From an optimization exercise on the open Yosys and OpenROAD flow, aimed at a short achievable clock period and few clock cycles; shortcuts taken in it are not production practice.
Function was checked by simulation only, so behaviour that the tests miss may differ from the original.
No activity file was given, so power comes from the tool's default toggle rates.

==> design/flow/design.v <==
package mem_pkg;
        localparam int xlen       = 64;
        localparam int gpr_w      = 5;
        localparam int strb_w     = xlen / 8;
        localparam int line_beats = 4;
        localparam int beat_w     = 2;
        localparam int index_w    = 4;
        localparam int num_lines  = 1 << index_w;
        localparam int off_w      = 3;
        localparam int line_off_w = beat_w + off_w;
        localparam int tag_w      = xlen - index_w - line_off_w;
        typedef logic [1:0] size_t;
        localparam size_t size_byte  = 2'd0;
        localparam size_t size_half  = 2'd1;
        localparam size_t size_word  = 2'd2;
        localparam size_t size_dword = 2'd3;
        localparam int state_w = 3;
        localparam logic [state_w-1:0] st_idle       = 3'd0;
        localparam logic [state_w-1:0] st_rd_req     = 3'd1;
        localparam logic [state_w-1:0] st_refill     = 3'd2;
        localparam logic [state_w-1:0] st_write      = 3'd3;
        localparam logic [state_w-1:0] st_write_done = 3'd4;
        typedef union packed {
                logic [xlen-1:0] raw;
                struct packed {
                        logic [tag_w-1:0]   tag;
                        logic [index_w-1:0] index;
                        logic [beat_w-1:0]  beat;
                        logic [off_w-1:0]   offset;
                } f;
        } mem_addr_t;
endpackage
import mem_pkg::*;
module refill_counter
(
        input  logic              clk,
        input  logic              reset,
        input  logic              clear,
        input  logic              advance,
        output logic [mem_pkg::beat_w-1:0] beat,
        output logic              last_beat
);
        always_ff @(posedge clk) begin
                if (reset || clear) begin
                        beat <= '0;
                end else if (advance) begin
                        beat <= beat + 1'b1;
                end
        end
        assign last_beat = (beat == beat_w'(line_beats - 1));
endmodule
import mem_pkg::*;
module dcache_ctrl
(
        input  logic               clk,
        input  logic               reset,
        input  logic               mem_read,
        input  logic               mem_write,
        input  mem_pkg::mem_addr_t          addr,
        input  logic [mem_pkg::xlen-1:0]    wdata,
        input  mem_pkg::size_t              size,
        input  logic               hit,
        input  logic               arready,
        input  logic               rvalid,
        input  logic               wready,
        input  logic               last_beat,
        output logic               stall,
        output logic               arvalid,
        output logic [mem_pkg::xlen-1:0]    araddr,
        output logic               rready,
        output logic               refill_we,
        output logic               store_we,
        output logic               wvalid,
        output logic [mem_pkg::xlen-1:0]    waddr,
        output logic [mem_pkg::xlen-1:0]    wdata_out,
        output logic [mem_pkg::strb_w-1:0]  wstrb
);
        logic [state_w-1:0] state_q;
        logic [state_w-1:0] state_d;
        logic [off_w-1:0]   byte_off;
        logic [strb_w-1:0]  size_mask;
        always_ff @(posedge clk) begin
                if (reset) begin
                        state_q <= st_idle;
                end else begin
                        state_q <= state_d;
                end
        end
        always_comb begin
                state_d = state_q;
                case (state_q)
                st_idle: begin
                        if (mem_write) begin
                                state_d = st_write;
                        end else if (mem_read && !hit) begin
                                state_d = st_rd_req;
                        end
                end
                st_rd_req:     if (arready) state_d = st_refill;
                st_refill:     if (rvalid && last_beat) state_d = st_idle;
                st_write:      if (wready) state_d = st_write_done;
                st_write_done: state_d = st_idle;
                default:       state_d = st_idle;
                endcase
        end
        assign stall = (state_q == st_idle) ? (mem_write || (mem_read && !hit))
                                            : (state_q != st_write_done);
        assign arvalid   = (state_q == st_rd_req);
        assign rready    = (state_q == st_refill);
        assign refill_we = rready && rvalid;
        assign wvalid    = (state_q == st_write);
        assign store_we  = wvalid && wready && hit;
        assign byte_off = addr.raw[off_w-1:0];
        assign araddr   = {addr.raw[xlen-1:line_off_w], {line_off_w{1'b0}}};
        assign waddr    = {addr.raw[xlen-1:off_w], {off_w{1'b0}}};
        always_comb begin
                case (size)
                size_byte: size_mask = 8'h01;
                size_half: size_mask = 8'h03;
                size_word: size_mask = 8'h0f;
                default:   size_mask = 8'hff;
                endcase
        end
        assign wstrb     = size_mask << byte_off;
        assign wdata_out = wdata << {byte_off, 3'b000};
endmodule
import mem_pkg::*;
module dcache_store
(
        input  logic               clk,
        input  logic               reset,
        input  mem_pkg::mem_addr_t          addr,
        input  logic [mem_pkg::beat_w-1:0]  beat,
        input  logic               refill_we,
        input  logic [mem_pkg::xlen-1:0]    bus_rdata,
        input  logic               store_we,
        input  logic [mem_pkg::xlen-1:0]    wdata_out,
        input  logic [mem_pkg::strb_w-1:0]  wstrb,
        output logic               hit,
        output logic [mem_pkg::xlen-1:0]    line_word
);
        logic [xlen-1:0]      data_q [num_lines][line_beats];
        logic [tag_w-1:0]     tag_q [num_lines];
        logic [num_lines-1:0] valid_q;
        logic                 refill_last;
        logic [xlen-1:0]      merged_word;
        assign refill_last = (beat == beat_w'(line_beats - 1));
        always_ff @(posedge clk) begin
                if (reset) begin
                        valid_q <= '0;
                end else if (refill_we) begin
                        valid_q[addr.f.index] <= refill_last;
                end
        end
        always_comb begin
                merged_word = line_word;
                for (int i = 0; i < strb_w; i++) begin
                        if (wstrb[i]) begin
                                merged_word[8*i +: 8] = wdata_out[8*i +: 8];
                        end
                end
        end
        always_ff @(posedge clk) begin
                if (refill_we) begin
                        data_q[addr.f.index][beat] <= bus_rdata;
                        if (refill_last) begin
                                tag_q[addr.f.index] <= addr.f.tag;
                        end
                end
                if (store_we) begin
                        data_q[addr.f.index][addr.f.beat] <= merged_word;
                end
        end
        assign hit       = valid_q[addr.f.index] && (tag_q[addr.f.index] == addr.f.tag);
        assign line_word = data_q[addr.f.index][addr.f.beat];
endmodule
import mem_pkg::*;
module load_align
(
        input  logic [mem_pkg::xlen-1:0]  line_word,
        input  logic [mem_pkg::off_w-1:0] byte_off,
        input  mem_pkg::size_t            size,
        input  logic             unsigned_load,
        output logic [mem_pkg::xlen-1:0]  load_data
);
        logic [xlen-1:0] shifted;
        logic            sign_bit;
        assign shifted = line_word >> {byte_off, 3'b000};
        always_comb begin
                case (size)
                size_byte: begin
                        sign_bit  = shifted[7] && !unsigned_load;
                        load_data = {{(xlen - 8){sign_bit}}, shifted[7:0]};
                end
                size_half: begin
                        sign_bit  = shifted[15] && !unsigned_load;
                        load_data = {{(xlen - 16){sign_bit}}, shifted[15:0]};
                end
                size_word: begin
                        sign_bit  = shifted[31] && !unsigned_load;
                        load_data = {{(xlen - 32){sign_bit}}, shifted[31:0]};
                end
                default: begin
                        sign_bit  = 1'b0;
                        load_data = shifted;
                end
                endcase
        end
endmodule
import mem_pkg::*;
module forward_unit
(
        input  logic [mem_pkg::gpr_w-1:0] ex_rs1,
        input  logic [mem_pkg::gpr_w-1:0] ex_rs2,
        input  logic [mem_pkg::gpr_w-1:0] mem_rd,
        input  logic             mem_write_gpr,
        input  logic             mem_to_reg,
        input  logic [mem_pkg::xlen-1:0]  mem_alu_out,
        input  logic [mem_pkg::xlen-1:0]  load_data,
        input  logic [mem_pkg::gpr_w-1:0] wb_rd,
        input  logic             wb_write_gpr,
        input  logic [mem_pkg::xlen-1:0]  wb_data,
        output logic [mem_pkg::xlen-1:0]  rs1_data,
        output logic [mem_pkg::xlen-1:0]  rs2_data,
        output logic             rs1_hazard,
        output logic             rs2_hazard
);
        logic [xlen-1:0] mem_result;
        assign mem_result = mem_to_reg ? load_data : mem_alu_out;
        function automatic logic [xlen:0] bypass(
                input logic [gpr_w-1:0] rs,
                input logic [xlen-1:0]  mem_val,
                input logic [xlen-1:0]  wb_val
        );
                logic [xlen:0] r;
                r = '0;
                if (rs != '0 && mem_write_gpr && rs == mem_rd) begin
                        r = {1'b1, mem_val};
                end else if (rs != '0 && wb_write_gpr && rs == wb_rd) begin
                        r = {1'b1, wb_val};
                end
                bypass = r;
        endfunction
        always_comb begin
                {rs1_hazard, rs1_data} = bypass(ex_rs1, mem_result, wb_data);
                {rs2_hazard, rs2_data} = bypass(ex_rs2, mem_result, wb_data);
        end
endmodule
import mem_pkg::*;
module mem_stage_top
(
        input  logic               clk,
        input  logic               reset,
        input  logic               mem_read,
        input  logic               mem_write,
        input  mem_pkg::mem_addr_t          addr,
        input  logic [mem_pkg::xlen-1:0]    wdata,
        input  mem_pkg::size_t              size,
        input  logic               unsigned_load,
        output logic [mem_pkg::xlen-1:0]    rdata,
        output logic               stall,
        output logic               arvalid,
        input  logic               arready,
        output logic [mem_pkg::xlen-1:0]    araddr,
        input  logic               rvalid,
        output logic               rready,
        input  logic [mem_pkg::xlen-1:0]    bus_rdata,
        output logic               wvalid,
        input  logic               wready,
        output logic [mem_pkg::xlen-1:0]    waddr,
        output logic [mem_pkg::xlen-1:0]    wdata_out,
        output logic [mem_pkg::strb_w-1:0]  wstrb,
        input  logic [mem_pkg::gpr_w-1:0]   ex_rs1,
        input  logic [mem_pkg::gpr_w-1:0]   ex_rs2,
        input  logic [mem_pkg::gpr_w-1:0]   mem_rd,
        input  logic               mem_write_gpr,
        input  logic               mem_to_reg,
        input  logic [mem_pkg::xlen-1:0]    mem_alu_out,
        input  logic [mem_pkg::gpr_w-1:0]   wb_rd,
        input  logic               wb_write_gpr,
        input  logic [mem_pkg::xlen-1:0]    wb_data,
        output logic [mem_pkg::xlen-1:0]    rs1_data,
        output logic [mem_pkg::xlen-1:0]    rs2_data,
        output logic               rs1_hazard,
        output logic               rs2_hazard
);
        logic              hit;
        logic              last_beat;
        logic [beat_w-1:0] beat;
        logic              refill_we;
        logic              store_we;
        logic [xlen-1:0]   line_word;
        dcache_ctrl u_dcache_ctrl (
                .clk       (clk),       .reset     (reset),
                .mem_read  (mem_read),  .mem_write (mem_write),
                .addr      (addr),      .wdata     (wdata),
                .size      (size),      .hit       (hit),
                .arready   (arready),   .rvalid    (rvalid),
                .wready    (wready),    .last_beat (last_beat),
                .stall     (stall),     .arvalid   (arvalid),
                .araddr    (araddr),    .rready    (rready),
                .refill_we (refill_we), .store_we  (store_we),
                .wvalid    (wvalid),    .waddr     (waddr),
                .wdata_out (wdata_out), .wstrb     (wstrb)
        );
        refill_counter u_refill_counter (
                .clk       (clk),
                .reset     (reset),
                .clear     (~rready),
                .advance   (refill_we),
                .beat      (beat),
                .last_beat (last_beat)
        );
        dcache_store u_dcache_store (
                .clk       (clk),       .reset     (reset),
                .addr      (addr),      .beat      (beat),
                .refill_we (refill_we), .bus_rdata (bus_rdata),
                .store_we  (store_we),  .wdata_out (wdata_out),
                .wstrb     (wstrb),     .hit       (hit),
                .line_word (line_word)
        );
        load_align u_load_align (
                .line_word     (line_word),
                .byte_off      (addr.f.offset),
                .size          (size),
                .unsigned_load (unsigned_load),
                .load_data     (rdata)
        );
        forward_unit u_forward_unit (
                .ex_rs1        (ex_rs1),        .ex_rs2        (ex_rs2),
                .mem_rd        (mem_rd),        .mem_write_gpr (mem_write_gpr),
                .mem_to_reg    (mem_to_reg),    .mem_alu_out   (mem_alu_out),
                .load_data     (rdata),         .wb_rd         (wb_rd),
                .wb_write_gpr  (wb_write_gpr),  .wb_data       (wb_data),
                .rs1_data      (rs1_data),      .rs2_data      (rs2_data),
                .rs1_hazard    (rs1_hazard),    .rs2_hazard    (rs2_hazard)
        );
endmodule
==> design/flow/run.sh <==
#!/bin/bash
# synth_recipe.tcl (not shown) runs the flow's synth.tcl, then flattens the netlist and writes it again
# the make line also repeats each setting of config.mk as NAME=value (left out here)
make -C /OpenROAD-flow-scripts/flow DESIGN_CONFIG=/design/flow/config.mk WORK_HOME=/design/flow/orfs CLKGATE_MAP_FILE= SYNTH_SCRIPT=/design/flow/synth_recipe.tcl finish
==> design/flow/config.mk <==
export PLATFORM = sky130hd
export DESIGN_NAME = mem_stage_top
export DESIGN_NICKNAME = mem_stage_top
export VERILOG_FILES = /design/flow/design.v
export SDC_FILE = /design/flow/constraint.sdc
export NUM_CORES = 4
export LEC_CHECK = 0
export CAP_MARGIN = 20
export CORE_MARGIN = 2
export CORE_UTILIZATION = 25
export PLACE_DENSITY = 0.45
export SLEW_MARGIN = 20
==> design/flow/constraint.sdc <==
create_clock -name core_clock -period 12.0 [get_ports {clk}]
set_input_delay 2.4000 -clock core_clock [delete_from_list [all_inputs] [get_ports {clk}]]
set_output_delay 2.4000 -clock core_clock [all_outputs]
set_load 0.01 [all_outputs]
==> flow_metrics.tcl, run 1 <==
set metrics [dict create \
    slowest_delay_ps 990 \
    rows 329 \
    cp_top_family "simple AND/OR/NAND/NOR gates" \
    track_usage_pct 20.3 \
    yosysWarnings 5 \
    fin_skew_ps 108 \
    cts_tree "done" \
    dp_worst_setup_slack_ps 1280 \
    drt_first_pass_iters 8 \
    core-area_um2 802000 \
    die_y_um 901 \
    synthFlopType "edfxtp_1" \
    clk_latency_ps 1110 \
    drtIter0Drc 15761 \
    dp_hpwl_mm 529 \
    holdBufCountCts 0 \
    yosysMostFrequentCell "edfxtp_1" \
    viasPerCell 5.16 \
    synth_edf_count 4976 \
    tightest_slew_ps 1270 \
    status "no timing/DRC/antenna violations" \
    ir_drop_mv 0.157 \
    ys_seq_area_share_pct 74.5 \
    ys_top_cells_by_count "4976 x edfxtp_1, 1230 x mux4_2, 462 x nand2_1, 369 x mux2i_1, 356 x a22oi_1" \
    power_density_nw_per_um2 159 \
    cts-root-buf "clkbuf_16" \
    hold_violations 0 \
    netlist_area_um2 201000 \
    slew_violations 0 \
    synth_top_area_share_pct 74.3 \
    worst-path-buf-inv 5 \
    synthTopCellsByArea "edfxtp_1 74%, mux4_2 14%, mux2i_1 1.8%" \
    numPortBuffers 742 \
    cts_buffer_depth 4 \
    crit_arrival_ps 8410 \
    p_leak_nw 75.1 \
    cts_setup_buffers 0 \
    synth.avg_cell_area_um2 20.4 \
    cts.sinks 4997 \
    finalWirelength_mm 858 \
    tns_ps 0 \
    synth.largest_area_cell "edfxtp_1" \
    hp-class "reg2reg" \
    ant_nets 0 \
    rsz0062_at_grt "false" \
    area_delta_synth_final_pct 20.5 \
    slew_headroom_pct 15.6 \
    grt_pass1_vias 110488 \
    period_needed_ps 10810 \
    vias 114028 \
    yosysUniqueCellTypes 89 \
    worstPathMaxFanout 53 \
    globalplace.congestion 0.881 \
    numCtsBuffers 532 \
    grt_max_degree 101 \
    cap_violations 0 \
    finalPower_w 0.0384 \
    antenna_found_initial 125 \
    grt_pass1_wl_mm 1110 \
    fin_crit_sh_pct 90.1 \
    worstSetupPathType "in2out" \
    worstPathRequired_ps 9600 \
    endpoint_kind "output pin" \
    grt-ovfl-total 0 \
    path_clk_slew_ps 60 \
    synth_seq_cells 4997 \
    die_x_um 901 \
    wl_per_cell_um 38.8 \
    critPathLaunchType "primary input" \
    drc 0 \
    drive_gt1_share_pct 25.9 \
    start_util_pct 25.1 \
    cp_slowest_cell "nor2b_4" \
    synthCells 9874 \
    io_pins 751 \
    layout_setup_ws_ps 1190 \
    finalSetupViolCount 0 \
    crit_chain "buf_8 -> buf_12 -> nor2b_4 -> buf_12 -> a22oi_1 -> a21oi_1 -> nor4_2 -> buf_4 -> mux2i_1 -> nor2_1 -> a21oi_1 -> nand2_1 -> a31oi_1 -> clkdlybuf4s50_1" \
    ctsResizeCount 0 \
    layout.nets 11376 \
    die_area_um2 812000 \
    async_flop_share_pct 0 \
    cts_max_level 6 \
    max_freq_mhz 92.5 \
]
## worst paths after layout
path	startpoint	end	slack, ps	cells after the start
hold reg to reg	u_dcache_store.valid_q[4]	u_dcache_store.valid_q[4]	460	2
setup / recovery	addr[5]	rs1_data[36]	1190	14
setup reg to reg	u_dcache_store.tag_q[7][44]	u_dcache_store.data_q[17][13]	5440	11
hold / removal	u_dcache_store.valid_q[4]	u_dcache_store.valid_q[4]	460	2
## area by class of cell
| type | count | area, um^2 |
|---|---|---|
| inverters | 47 | 200 |
| flip-flops and latches | 4997 | 150000 |
| repair buffers | 1328 | 13700 |
| clock buffers | 648 | 13800 |
| clock inverters | 314 | 2900 |
| diodes | 62 | 155 |
| well taps | 10592 | 13300 |
| fillers | 77868 | 560000 |
| multi-input cells | 4111 | 48600 |
## per-stage QoR
stage | instances | area [um^2] | hold WS [ps] | utilization (%)
after global routing | 22057 | 242000 | 492 | 30.2
after global placement | 21069 | 225000 | 450 | 28.1
after CTS | 22036 | 242000 | 465 | 30.2
final | 22099 | 242000 | 464 | 30.2
after detailed placement | 21074 | 226000 | 457 | 28.1
after floorplan | 9881 | 201000 | 433 | -
## placed cells by master (no fill, tap or decap), drive strengths merged, types with 47 or more instances in the layout
cell and n:
diode 62, nand3 53, mux2i 369, mux4 1236, clkinv 239, nor2 310, inv 79, buf 608
o21ai 181, edfxtp 4976, o22ai 76, nand2 462, clkbuf 650, nor3 65, o31ai 60, a22o 47
clkdlybuf4s50 718, mux2 99, a22oi 356, a21oi 251
## state kept, by name (all words and copies together), names as in the netlist
| name | flops |
|---|---|
| u_dcache_store.data_q | 4096 |
| u_dcache_store.tag_q | 880 |
| u_refill_counter.beat | 2 |
| u_dcache_ctrl.state_q | 3 |
| u_dcache_store.valid_q | 16 |
## tightest hold or removal path, delay by kind of cell, from the launching register on
kind	cells	cell delay (ps)
AND/OR/NAND/NOR	1	50
flip-flops	1	310
AO/OA/AOI/OAI	1	50
## layer usage
| metal | vias up | global-route usage [%] | share of wire (%) |
|---|---|---|---|
| li1 | 43668 | - | - |
| met1 | 63008 | 27.6 | 41 |
| met2 | 6056 | 31.7 | 45 |
| met3 | 1274 | 4.41 | 8.3 |
| met4 | 22 | 8.32 | 4.9 |
| met5 | - | 0 | 0.015 |
## logic make-up after synthesis
group                      share of synthesized area, %
buffers and inverters                              2.34
xor gates and xnor gates                          0.218
AOI/OAI and AO/OA                                  4.11
and+or+nand+nor                                    2.59
adders and majority gates                        0.0373
other                                           0.00186
DFF                                                74.5
muxes                                              16.2
## where the power goes
part           internal, W  switching (W)
Clock              0.00892        0.00725
Combinational      0.00103        0.00201
Sequential          0.0192     0.00000671
Testbench counts, summed over its fixed seeds: cycles 107,013.
==> inputs of run 2 (changes only) <==
--- a/design/flow/design.v
+++ b/design/flow/design.v
@@ -17,7 +17,8 @@
         localparam int state_w = 3;
-        localparam logic [state_w-1:0] st_idle       = 3'd0;
-        localparam logic [state_w-1:0] st_rd_req     = 3'd1;
-        localparam logic [state_w-1:0] st_refill     = 3'd2;
-        localparam logic [state_w-1:0] st_write      = 3'd3;
-        localparam logic [state_w-1:0] st_write_done = 3'd4;
+        localparam logic [state_w-1:0] st_idle   = 3'd0;  
+        localparam logic [state_w-1:0] st_lookup = 3'd1;  
+        localparam logic [state_w-1:0] st_rd_req = 3'd2;  
+        localparam logic [state_w-1:0] st_refill = 3'd3;  
+        localparam logic [state_w-1:0] st_done   = 3'd4;  
+        localparam logic [state_w-1:0] st_write  = 3'd5;  
         typedef union packed {
@@ -61,3 +62,3 @@
         input  mem_pkg::size_t              size,
-        input  logic               hit,
+        input  logic               hit_q,
         input  logic               arready,
@@ -67,2 +68,3 @@
         output logic               stall,
+        output logic               lookup,
         output logic               arvalid,
@@ -71,3 +73,2 @@
         output logic               refill_we,
-        output logic               store_we,
         output logic               wvalid,
@@ -81,2 +82,6 @@
         logic [strb_w-1:0]  size_mask;
+        logic               beat_last;
+        logic               w_hs;
+        assign beat_last = (addr.f.beat == beat_w'(line_beats - 1));
+        assign w_hs      = wvalid && wready;
         always_ff @(posedge clk) begin
@@ -93,21 +98,33 @@
                         if (mem_write) begin
-                                state_d = st_write;
-                        end else if (mem_read && !hit) begin
-                                state_d = st_rd_req;
+                                if (!wready) state_d = st_write;
+                        end else if (mem_read) begin
+                                state_d = st_lookup;
                         end
                 end
-                st_rd_req:     if (arready) state_d = st_refill;
-                st_refill:     if (rvalid && last_beat) state_d = st_idle;
-                st_write:      if (wready) state_d = st_write_done;
-                st_write_done: state_d = st_idle;
-                default:       state_d = st_idle;
+                st_lookup: begin
+                        if (!hit_q) state_d = arready ? st_refill : st_rd_req;
+                        else        state_d = st_idle;
+                end
+                st_rd_req: if (arready) state_d = st_refill;
+                st_refill: begin
+                        if (rvalid && last_beat) state_d = beat_last ? st_done : st_idle;
+                end
+                st_write:  if (wready) state_d = st_idle;
+                default:   state_d = st_idle;
                 endcase
         end
-        assign stall = (state_q == st_idle) ? (mem_write || (mem_read && !hit))
-                                            : (state_q != st_write_done);
-        assign arvalid   = (state_q == st_rd_req);
+        assign lookup    = (state_q == st_idle);
+        assign arvalid   = ((state_q == st_lookup) && !hit_q) || (state_q == st_rd_req);
         assign rready    = (state_q == st_refill);
         assign refill_we = rready && rvalid;
-        assign wvalid    = (state_q == st_write);
-        assign store_we  = wvalid && wready && hit;
+        assign wvalid    = mem_write && ((state_q == st_idle) || (state_q == st_write));
+        always_comb begin
+                case (state_q)
+                st_idle, st_write: stall = !w_hs;
+                st_lookup:         stall = !hit_q;
+                st_refill:         stall = !(rvalid && last_beat && !beat_last);
+                st_done:           stall = 1'b0;
+                default:           stall = 1'b1;
+                endcase
+        end
         assign byte_off = addr.raw[off_w-1:0];
@@ -133,9 +150,11 @@
         input  logic [mem_pkg::beat_w-1:0]  beat,
+        input  logic               lookup,
         input  logic               refill_we,
         input  logic [mem_pkg::xlen-1:0]    bus_rdata,
-        input  logic               store_we,
+        input  logic               mem_write,
         input  logic [mem_pkg::xlen-1:0]    wdata_out,
         input  logic [mem_pkg::strb_w-1:0]  wstrb,
-        output logic               hit,
-        output logic [mem_pkg::xlen-1:0]    line_word
+        output logic               hit_q,
+        output logic               capture,
+        output logic [mem_pkg::xlen-1:0]    word
 );
@@ -144,5 +163,21 @@
         logic [num_lines-1:0] valid_q;
+        logic [num_lines-1:0] match;
+        logic                 hit;
         logic                 refill_last;
-        logic [xlen-1:0]      merged_word;
+        logic                 store_we;
         assign refill_last = (beat == beat_w'(line_beats - 1));
+        always_comb begin
+                for (int i = 0; i < num_lines; i++) begin
+                        match[i] = valid_q[i] && (tag_q[i] == addr.f.tag);
+                end
+        end
+        assign hit      = match[addr.f.index];
+        assign store_we = mem_write && hit;
+        always_ff @(posedge clk) begin
+                if (lookup) begin
+                        hit_q <= hit;
+                end
+        end
+        assign capture = lookup || (refill_we && (beat == addr.f.beat));
+        assign word    = lookup ? data_q[addr.f.index][addr.f.beat] : bus_rdata;
         always_ff @(posedge clk) begin
@@ -154,10 +189,2 @@
         end
-        always_comb begin
-                merged_word = line_word;
-                for (int i = 0; i < strb_w; i++) begin
-                        if (wstrb[i]) begin
-                                merged_word[8*i +: 8] = wdata_out[8*i +: 8];
-                        end
-                end
-        end
         always_ff @(posedge clk) begin
@@ -170,7 +197,9 @@
                 if (store_we) begin
-                        data_q[addr.f.index][addr.f.beat] <= merged_word;
+                        for (int i = 0; i < strb_w; i++) begin
+                                if (wstrb[i]) begin
+                                        data_q[addr.f.index][addr.f.beat][8*i +: 8] <= wdata_out[8*i +: 8];
+                                end
+                        end
                 end
         end
-        assign hit       = valid_q[addr.f.index] && (tag_q[addr.f.index] == addr.f.tag);
-        assign line_word = data_q[addr.f.index][addr.f.beat];
 endmodule
@@ -286,3 +315,4 @@
 );
-        logic              hit;
+        logic              hit_q;
+        logic              lookup;
         logic              last_beat;
@@ -290,4 +320,6 @@
         logic              refill_we;
-        logic              store_we;
-        logic [xlen-1:0]   line_word;
+        logic              capture;
+        logic [xlen-1:0]   word;
+        logic [xlen-1:0]   load_val;
+        logic [xlen-1:0]   load_q;
         dcache_ctrl u_dcache_ctrl (
@@ -296,8 +328,9 @@
                 .addr      (addr),      .wdata     (wdata),
-                .size      (size),      .hit       (hit),
+                .size      (size),      .hit_q     (hit_q),
                 .arready   (arready),   .rvalid    (rvalid),
                 .wready    (wready),    .last_beat (last_beat),
-                .stall     (stall),     .arvalid   (arvalid),
+                .stall     (stall),     .lookup    (lookup),
+                .arvalid   (arvalid),
                 .araddr    (araddr),    .rready    (rready),
-                .refill_we (refill_we), .store_we  (store_we),
+                .refill_we (refill_we),
                 .wvalid    (wvalid),    .waddr     (waddr),
@@ -316,9 +349,10 @@
                 .addr      (addr),      .beat      (beat),
+                .lookup    (lookup),
                 .refill_we (refill_we), .bus_rdata (bus_rdata),
-                .store_we  (store_we),  .wdata_out (wdata_out),
-                .wstrb     (wstrb),     .hit       (hit),
-                .line_word (line_word)
+                .mem_write (mem_write), .wdata_out (wdata_out),
+                .wstrb     (wstrb),     .hit_q     (hit_q),
+                .capture   (capture),   .word      (word)
         );
         load_align u_load_align (
-                .line_word     (line_word),
+                .line_word     (word),
                 .byte_off      (addr.f.offset),
@@ -326,4 +360,10 @@
                 .unsigned_load (unsigned_load),
-                .load_data     (rdata)
+                .load_data     (load_val)
         );
+        always_ff @(posedge clk) begin
+                if (capture) begin
+                        load_q <= load_val;
+                end
+        end
+        assign rdata = load_q;
         forward_unit u_forward_unit (
==> design/flow/flow/run.sh (new file) <==
#!/bin/bash
# The standard layout, with port buffers of a fixed fast cell and timing
# repair that aims well below the clock period. Each ORFS step writes its own
# log under orfs/logs; the make output goes to standard.log here.
set -euo pipefail
export BUFFER_PORTS_ARGS="-buffer_cell sky130_fd_sc_hd__buf_4"
export SETUP_SLACK_MARGIN=6.5
export TNS_END_PERCENT=5
bash standard.sh > standard.log 2>&1
==> design/flow/standard.sh (new file) <==
#!/bin/bash
# synth_recipe.tcl (not shown) runs the flow's synth.tcl, then flattens the netlist and writes it again
# the make line also repeats each setting of config.mk as NAME=value (left out here)
make -C /OpenROAD-flow-scripts/flow DESIGN_CONFIG=/design/flow/config.mk WORK_HOME=/design/flow/orfs CLKGATE_MAP_FILE= SYNTH_SCRIPT=/design/flow/synth_recipe.tcl "${@:-finish}"
--- a/design/flow/config.mk
+++ b/design/flow/config.mk
@@ -7,6 +7,7 @@
 export LEC_CHECK = 0
+export ABC_CLOCK_PERIOD_IN_PS = 4000
 export CAP_MARGIN = 20
 export CORE_MARGIN = 2
-export CORE_UTILIZATION = 25
-export PLACE_DENSITY = 0.45
+export CORE_UTILIZATION = 40
+export PLACE_DENSITY = 0.55
 export SLEW_MARGIN = 20
removed: design/flow/run.sh
==> run 2 against run 1 <==
  * Die area fell by 16%
  * Synthesized cell count is 86% higher
  * Worst setup slack gained 4100 ps
  * Clock power is 7% higher
  * Non-clock buffer count up 1450
  * Clock-buffer cell count is 81 higher
  * Routed wire length grew 70%
  * Design area rose by 36%
  * Fmax is 60% higher
  * Power rose by 15%
  * First-iteration DRC count rose by 140%
  * Final cell count rose by 32%
==> flow_metrics.tcl, run 2 <==
set metrics [dict create \
    power_density_nw_per_um2 134 \
    yosysMostFrequentCell "edfxtp_1" \
    reg_top3 "u_dcache_store.data_q (4096), u_dcache_store.tag_q (880), load_q (64)" \
    viasPerCell 7.10 \
    ir_drop_mv 0.161 \
    tns_ps 0 \
    worstPathMaxFanout 42 \
    finalWirelength_mm 1460 \
    drtIter0Drc 37601 \
    rows 301 \
    crit_arrival_ps 4330 \
    clk_latency_ps 1170 \
    crit_chain "buf_4 -> buf_12 -> mux2i_2 -> o21ai_0 -> buf_4" \
    status "no timing/DRC/antenna violations" \
    final_common_cell "edfxtp_1" \
    hold_violations 0 \
    synth_edf_count 5041 \
    ys_seq_area_share_pct 56.2 \
    period_needed_ps 6730 \
    fin_crit_sh_pct 56.1 \
    startpoint "mem_to_reg" \
    track_usage_pct 40.1 \
    mostFrequentLayoutCells "5041 x edfxtp_1, 3588 x mux2_2, 1859 x buf_4" \
    slew_violations 0 \
    tightest_slew_ps 1410 \
    slew_headroom_pct 5.94 \
    slowest_delay_ps 480 \
    cts.sinks 5062 \
    finalPower_w 0.0443 \
    layout.nets 20006 \
    final_core_util_pct 49.1 \
    drc 0 \
    numCtsBuffers 578 \
    largest_register "u_dcache_store.data_q" \
    grt_pass1_vias 185896 \
    fin_skew_ps 80.6 \
    p_leak_nw 110 \
    grt_max_degree 72 \
    final_cells 29252 \
    hp-class "reg2reg" \
    holdBufCountCts 0 \
    cts-root-buf "clkbuf_16" \
    crit_top_cell "buf_4" \
    cp_top_family "buffers and inverters" \
    async_flop_share_pct 0 \
    finalSetupViolCount 0 \
    cp_slowest_cell "mux2i_2" \
    globalplace.congestion 1.00 \
    drive_gt1_share_pct 47.8 \
    path_clk_slew_ps 60 \
    yosysWarnings 6 \
    synthTopCellsByArea "edfxtp_1 56%, mux2_2 16%, nor4_4 4.0%" \
    worst-path-buf-inv 3 \
    die_y_um 826 \
    ys_top_cells_by_count "5041 x edfxtp_1, 3727 x mux2_2, 1378 x clkbuf_1, 747 x o21ai_0, 635 x a22oi_1" \
    netlist_area_um2 270000 \
    vias 207789 \
    ant_nets 0 \
    p_int_w 0.0313 \
    nFillCells 57370 \
    io_pins 751 \
    largest_reg_flops 4096 \
    critPathLaunchType "primary input" \
    endpoint_kind "output pin" \
    worstPathRequired_ps 9600 \
    switching_share_pct 29.3 \
    synth_seq_cells 5062 \
    synthFlopType "edfxtp_1" \
    synth_top_area_share_pct 56.0 \
    grt_pass1_wl_mm 1850 \
    synth.largest_area_cell "edfxtp_1" \
    combPwrFrac_pct 16.1 \
    switching_power_w 0.0130 \
    cts_max_level 6 \
    grt-ovfl-total 0 \
    antenna_found_initial 225 \
    cap_violations 0 \
    max_freq_mhz 149 \
    seqPwrFrac_pct 44.5 \
    area_delta_synth_final_pct 22.2 \
    synth.avg_cell_area_um2 14.7 \
    start_util_pct 40.2 \
    dp.cells 26880 \
    cts_tree "done" \
    drt_first_pass_iters 7 \
    core-area_um2 673000 \
    rsz0062_at_grt "true" \
    dp_hpwl_mm 872 \
    die_x_um 826 \
    hold_start "u_dcache_store.valid_q[12]" \
    reg2reg_from "u_dcache_ctrl.state_q[2]" \
    pwr-share-clk_pct 39.3 \
    numPortBuffers 742 \
    synthCells 18401 \
    yosysUniqueCellTypes 90 \
    cts_buffer_depth 4 \
    worstSetupPathType "in2out" \
    wl_per_cell_um 49.8 \
    die_area_um2 682000 \
]
run 2: cell types whose count changed after synthesis, sizes merged, moves of 137 or more:
| cell | delta |
|---|---|
| mux2 | +4295 |
| clkbuf | +1176 |
| mux4 | -1044 |
| nor4 | +617 |
| o21ai | +569 |
| xnor2 | +324 |
| xor2 | +304 |
| a221oi | +283 |
| a22oi | +279 |
| buf | +236 |
| nand2 | +137 |
run 2: layout make-up:
| type | count | area, um^2 | share of cell area, % |
|---|---|---|---|
| inverter | 130 | 657 | 0.199 |
| clock buffer | 729 | 15400 | 4.67 |
| timing repair inverter | 2 | 20.0 | 0.00606 |
| multi-input combinational | 11095 | 116000 | 35.1 |
| clock inverter | 287 | 2190 | 0.663 |
| timing repair buffer | 2778 | 32400 | 9.81 |
| tap | 8938 | 11200 | 3.39 |
| antenna | 231 | 578 | 0.175 |
| sequential | 5062 | 152000 | 46.0 |
run 2: cells by family after synthesis:
logic type                 Yosys count  share of synthesized area (%)
buffers and inverters             2268                           3.66
DFF                               5062                           56.2
muxes                             5070                           22.6
and+or+nand+nor                   2301                           7.45
other                                1                        0.00139
AOI/OAI and AO/OA                 3015                           7.91
xor gates and xnor gates           678                           2.20
adders and majority gates            6                         0.0278
run 2: tightest hold or removal path, cell delays in order (launching register included):
cell	delay, ps
dfxtp_1	310
nand2_1	60
a21oi_1	60
run 2: metal layers:
layer	vias to the layer above	wire, um	share of wire, %	GRT usage, %
li1	75767	-	-	-
met1	106691	499000	34	48.5
met2	20152	584000	40	54.5
met3	5095	231000	16	18.6
met4	84	142000	9.7	32.3
met5	-	1240	0.085	0.406
run 2: final timing paths:
check,to,slack (ps),cells past startpoint
hold / removal,u_dcache_store.valid_q[12],460,2
hold reg to reg,u_dcache_store.valid_q[12],460,2
setup reg to reg,load_q[2],6700,10
setup / recovery,rs1_data[18],5270,5
run 2: stage by stage:
stage	setup WS [ps]	hold slack, ps	area [um^2]
CTS	5330	468	323000
global route	5230	498	330000
finish	5270	465	330000
floorplan	5610	437	271000
global placement	1730	460	288000
detailed placement	2760	460	288000
run 2: what timing repair did:
item,4_1_cts,5_1_grt
pin swaps,486,173
buffers inserted,687,243
gates cloned,121,69
resized for setup,1333,862
endpoints found under the setup margin,8542,8476
run 2: power by group through the flow:
stage | clock [W] | combinational, W | sequential (W)
after floorplan | 0 | 0.00274 | 0.0200
after global placement | 0 | 0.00565 | 0.0201
after detailed placement | 0 | 0.00567 | 0.0201
after CTS | 0.0173 | 0.00635 | 0.0197
after global routing | 0.0179 | 0.00697 | 0.0197
final | 0.0174 | 0.00714 | 0.0197
Testbench counts of run 2, summed over its fixed seeds: cycles 94,601.

port drivers added, routing unchanged:
Ports are ideal in the flow. The routed layouts listed here were re-timed in OpenROAD.
Step 1 (the two cells are an assumption about what drives the block):
set clk [get_ports {clk}]
set_driving_cell -lib_cell sky130_fd_sc_hd__clkbuf_16 $clk
set_driving_cell -lib_cell sky130_fd_sc_hd__buf_2 [delete_from_list [all_inputs] $clk]
Step 2 times the ports against the registers' clock, not the clock port: input delays grow and output delays shrink by t, the midpoint of the rising clock arrivals with the driver on.
Three values: ideal ports, drivers, drivers and shift; two values: the first two.
run | shift t [ns] | setup WS [ns] | latest minus earliest clock arrival (ns)
run 1 | 1.182 | 1.194 / 1.135 / 1.135 | 0.107 / 0.108
run 2 | 1.282 | 5.266 / 4.883 / 3.600 | 0.081 / 0.081
After both steps every run listed still meets setup and hold. The setup slack of run 2, which loses most, moves by -0.383 ns with the drivers and by -1.666 ns with both steps.
